Context: an optimization exercise on an open-source flow, tuned for small area, a short achievable clock period and few clock cycles per item. The choices shown serve that exercise and are no tape-out recipe.
At most, simulation tests tie the RTL to the original design; equivalence was not proved.
Power figures rest on the tool's default switching activity, not on a simulated workload.

lane 1:
==> module box_filter_top, before the edit <==
module box_filter_top
(
  input  logic         clk_i,
  input  logic         rst_i,
  input  box_pkg::stream_word_t video_i,
  output logic         video_ready_o,
  output box_pkg::sum_word_t    sum_o,
  input  logic         sum_ready_i
);
localparam int PW = box_pkg::PX_W;
localparam int SW = box_pkg::SUM_W;
localparam int ML = box_pkg::MAX_LINE_LEN;
localparam int LB = 4;                                   
localparam int PH = PW - LB;                             
localparam int VH = PW + 2 - LB;                         
localparam int WH = PW + 3 - LB;                         
localparam int ZL = LB + 2;                              
localparam int ZH = SW - ZL;                             
logic                   rdy;                             
logic                   stall_o;                         
logic                   go;                              
logic                   a_go;                            
logic                   x_v;
logic [PW - 1 : 0]      x_px;
logic                   x_last;
logic                   x_user;
logic [ML - 1 : 0]      n_oh;                            
logic [1 : 0]           n_row;                           
logic [1 : 0]           row;
logic [ML - 1 : 0]      col;                             
logic [ML - 1 : 0]      col_nx;                          
logic [ML - 1 : 0][PW - 1 : 0] mem_hi;
logic [ML - 1 : 0][PW - 1 : 0] mem_lo;
logic [PW - 1 : 0]      rd_hi;
logic [PW - 1 : 0]      rd_lo;
logic [PW - 1 : 0]      pf_hi;                           
logic [PW - 1 : 0]      pf_lo;
logic [LB + 1 : 0]      v_lo;                            
logic [LB : 0]          w_lo;                            
logic                   a_v;
logic [LB - 1 : 0]      va_l;                            
logic [LB - 1 : 0]      vb_l;                            
logic [LB - 1 : 0]      w_l;                             
logic [1 : 0]           a_cv;                            
logic                   a_cw;                            
logic [VH - 1 : 0]      v_hi;                            
logic [VH - 1 : 0]      a_vh;
logic                   a_last;
logic                   a_win;                           
logic                   a_first;                         
logic [VH - 1 : 0]      va_hn;                           
logic [WH - 1 : 0]      w_hn;                            
logic [ZL : 0]          z_lo;                            
logic                   b_v;
logic [VH - 1 : 0]      va_h;
logic [VH - 1 : 0]      vb_h;
logic [WH - 1 : 0]      w_h;
logic [ZL - 1 : 0]      b_zl;
logic                   b_cz;
logic                   b_last;
logic                   b_user;
logic [SW - 1 : 0]      b_sum;                           
logic                   o_v;
logic [SW - 1 : 0]      o_sum;
logic                   o_last;
logic                   o_user;
logic                   k_v;
logic [SW - 1 : 0]      k_sum;
logic                   k_last;
logic                   k_user;
logic                   o_free;
assign rdy           = !k_v;
assign video_ready_o = !stall_o;
assign go            = rdy && x_v;
assign a_go          = rdy && a_v;
always_ff @( posedge clk_i, posedge rst_i )
  if( rst_i )
    x_v <= 1'b0;
  else
    if( rdy )
      x_v <= video_i.tvalid;
always_ff @( posedge clk_i )
  if( rdy )
    begin
      x_px   <= video_i.tdata;
      x_last <= video_i.tlast;
      x_user <= video_i.tuser;
    end
assign row    = x_user ? 2'd0 : n_row;
assign col    = x_user ? ML'( 1 ) : n_oh;
assign col_nx = x_last ? ML'( 1 ) : { col[ML - 2 : 0], 1'b0 };
always_ff @( posedge clk_i )
  if( go )
    begin
      n_oh  <= col_nx;
      if( x_last )
        n_row <= ( row == 2'd3 ) ? 2'd3 : row + 1'b1;
      else
        n_row <= row;
    end
always_comb
  begin
    rd_hi = '0;
    rd_lo = '0;
    for( int i = 1; i < ML; i++ )
      begin
        rd_hi = rd_hi | ( mem_hi[i] & {PW{n_oh[i - 1]}} );
        rd_lo = rd_lo | ( mem_lo[i] & {PW{n_oh[i - 1]}} );
      end
    if( x_last )
      begin
        rd_hi = mem_hi[0];
        rd_lo = mem_lo[0];
      end
  end
always_ff @( posedge clk_i )
  if( go )
    begin
      pf_hi <= rd_hi;
      pf_lo <= rd_lo;
    end
for( genvar i = 0; i < ML; i++ )
  begin : g_mem
    always_ff @( posedge clk_i )
      if( go && col[i] )
        begin
          mem_hi[i] <= x_px;
          mem_lo[i] <= mem_hi[i];
        end
  end
assign v_lo = ( LB + 2 )'( x_px[LB - 1 : 0] ) + ( LB + 2 )'( pf_hi[LB - 1 : 0] ) +
              ( LB + 2 )'( pf_lo[LB - 1 : 0] );
assign w_lo = ( LB + 1 )'( va_l ) + ( LB + 1 )'( vb_l );
assign v_hi = VH'( x_px[PW - 1 : LB] ) + VH'( pf_hi[PW - 1 : LB] ) + VH'( pf_lo[PW - 1 : LB] );
always_ff @( posedge clk_i, posedge rst_i )
  if( rst_i )
    a_v <= 1'b0;
  else
    if( rdy )
      a_v <= x_v;
always_ff @( posedge clk_i )
  if( go )
    begin
      va_l <= v_lo[LB - 1 : 0];
      a_cv <= v_lo[LB + 1 : LB];
      vb_l <= va_l;
      w_l  <= w_lo[LB - 1 : 0];
      a_cw <= w_lo[LB];
      a_vh <= v_hi;
    end
always_ff @( posedge clk_i )
  if( rdy )
    begin
      a_last  <= x_last;
      a_win   <= row[1] && !( col[0] || col[1] );
      a_first <= ( row == 2'd2 ) && col[2];
    end
assign va_hn = a_vh + VH'( a_cv );
assign w_hn  = WH'( va_h ) + WH'( vb_h ) + WH'( a_cw );
assign z_lo  = ( ZL + 1 )'( { va_hn[1 : 0], va_l } ) + ( ZL + 1 )'( { w_hn[1 : 0], w_l } );
always_ff @( posedge clk_i, posedge rst_i )
  if( rst_i )
    b_v <= 1'b0;
  else
    if( rdy )
      b_v <= a_v && a_win;
always_ff @( posedge clk_i )
  if( a_go )
    begin
      va_h <= va_hn;
      vb_h <= va_h;
      w_h  <= w_hn;
      b_zl <= z_lo[ZL - 1 : 0];
      b_cz <= z_lo[ZL];
    end
always_ff @( posedge clk_i )
  if( rdy )
    begin
      b_last <= a_last;
      b_user <= a_first;
    end
assign b_sum = { ZH'( va_h[VH - 1 : 2] ) + ZH'( w_h[WH - 1 : 2] ) + ZH'( b_cz ), b_zl };
assign o_free = !o_v || sum_ready_i;
always_ff @( posedge clk_i, posedge rst_i )
  if( rst_i )
    begin
      o_v     <= 1'b0;
      k_v     <= 1'b0;
      stall_o <= 1'b0;
    end
  else
    begin
      if( o_free )
        o_v <= k_v || b_v;
      k_v     <= !o_free && ( k_v || b_v );
      stall_o <= !sum_ready_i && ( k_v || ( o_v && b_v ) );
    end
always_ff @( posedge clk_i )
  begin
    if( o_free )
      begin
        o_sum  <= k_v ? k_sum  : b_sum;
        o_last <= k_v ? k_last : b_last;
        o_user <= k_v ? k_user : b_user;
      end
    if( rdy )
      begin
        k_sum  <= b_sum;
        k_last <= b_last;
        k_user <= b_user;
      end
  end
assign sum_o = { o_sum, o_v, o_last, o_user };
endmodule
make LEC_CHECK=0 CAP_MARGIN=20 CORE_MARGIN=2 CORE_UTILIZATION=40 CTS_BUF_LIST=sky130_fd_sc_hd__clkbuf_16 CTS_CLUSTER_DIAMETER=80 CTS_CLUSTER_SIZE=28 SETUP_SLACK_MARGIN=2.0 SLEW_MARGIN=20 finish   # period 4.0 ns
run.sh (not shown) runs the stock make flow with config.mk's settings and CLKGATE_MAP_FILE= SYNTH_SCRIPT=/design/flow/synth_recipe.tcl, a recipe that flattens the netlist after the stock synthesis.
For lane 2, these inputs were changed with respect to lane 1:
-- flow/design.v --
<<< lane 1, line 44
localparam int VH = PW + 2 - LB;                         
localparam int WH = PW + 3 - LB;                         
localparam int ZL = LB + 2;                              
localparam int ZH = SW - ZL;                             
logic                   rdy;                             
>>> lane 2, line 44
localparam int VH = PW + 2 - LB;                         
localparam int WH = PW + 3 - LB;                         
localparam int ZL = LB + 1;                              
localparam int ZH = SW - ZL;                             
logic                   rdy;                             
<<< lane 1, line 187
assign va_hn = a_vh + VH'( a_cv );
assign w_hn  = WH'( va_h ) + WH'( vb_h ) + WH'( a_cw );
assign z_lo  = ( ZL + 1 )'( { va_hn[1 : 0], va_l } ) + ( ZL + 1 )'( { w_hn[1 : 0], w_l } );
always_ff @( posedge clk_i, posedge rst_i )
  if( rst_i )
>>> lane 2, line 187
assign va_hn = a_vh + VH'( a_cv );
assign w_hn  = WH'( va_h ) + WH'( vb_h ) + WH'( a_cw );
assign z_lo  = ( ZL + 1 )'( { va_hn[0], va_l } ) + ( ZL + 1 )'( { w_hn[0], w_l } );
always_ff @( posedge clk_i, posedge rst_i )
  if( rst_i )
<<< lane 1, line 209
      b_user <= a_first;
    end
assign b_sum = { ZH'( va_h[VH - 1 : 2] ) + ZH'( w_h[WH - 1 : 2] ) + ZH'( b_cz ), b_zl };
assign o_free = !o_v || sum_ready_i;
always_ff @( posedge clk_i, posedge rst_i )
>>> lane 2, line 209
      b_user <= a_first;
    end
assign b_sum = { ZH'( va_h[VH - 1 : 1] ) + ZH'( w_h[WH - 1 : 1] ) + ZH'( b_cz ), b_zl };
assign o_free = !o_v || sum_ready_i;
always_ff @( posedge clk_i, posedge rst_i )
## What came out
- Diff lane 2 and lane 1: relative contribution of the clock network to total power lower in lane 1
- NOTE: total stage count of the critical path in lane 2 falls short of that of lane 1
- In the reports for lane 2 and lane 1, the smaller combinational share of power belongs to lane 2.
- Summary — area overhead of the layout relative to synthesis, lane 2 relative to lane 1: lower, by 0.56 points.
- Changes observed in lane 2 relative to lane 1: wire length of the first global-routing pass went down, number of cells produced by synthesis rose 0.48%.
- Lane 2: full flow OK, the timing, design-rule and antenna checks passed
- Arrival time of data at the critical path endpoint: lane 2 higher than lane 1
- Lane 2 has share of the clock period used by the worst path after layout above what lane 1 had.
- Relative to lane 1, wire length has decreased by 12% in lane 2.
- Lane 1 ended up with a_cw$_DFFE_PP_ as its start point of the critical path; lane 2 ended up with pf_hi[5]$_DFFE_PP_.
- Across both runs, sequential cell area share was higher for lane 2 than for lane 1.
Testbench counts of lane 2, summed over its fixed seeds: cycles 6,626, items 4,512.
No functional check of the RTL was part of lane 1.

-- what the ideal ports hide --
Ports are ideal in the flow. The routed layouts listed here were re-timed in OpenROAD.
Step 1: set_driving_cell puts a clkbuf_16 on clk_i and a buf_2 on each other input, an assumption about the parent block.
Step 2 times the ports against the registers' clock, not the clock port: input delays grow and output delays shrink by t, the midpoint of the rising clock arrivals with the driver on.
a / b / c = ideal / step 1 / step 2; a / b = the first two.
| run | t, ns | setup slack, ns | hold slack, ns | worst setup path after step 2 | worst data-port slew with drivers (ns) |
|---|---|---|---|---|---|
| lane 1 | 0.568 | 2.013 / 2.013 / 1.742 | 0.435 / 0.435 / 0.435 | input to register | 0.03 |
| lane 2 | 0.575 | 1.992 / 1.992 / 1.679 | 0.427 / 0.427 / 0.427 | input to register | 0.06 |
After both steps setup and hold are still met in every run listed. For lane 2, which loses most, drivers alone change the setup slack by 0.000 ns; drivers and shift together by -0.313 ns.
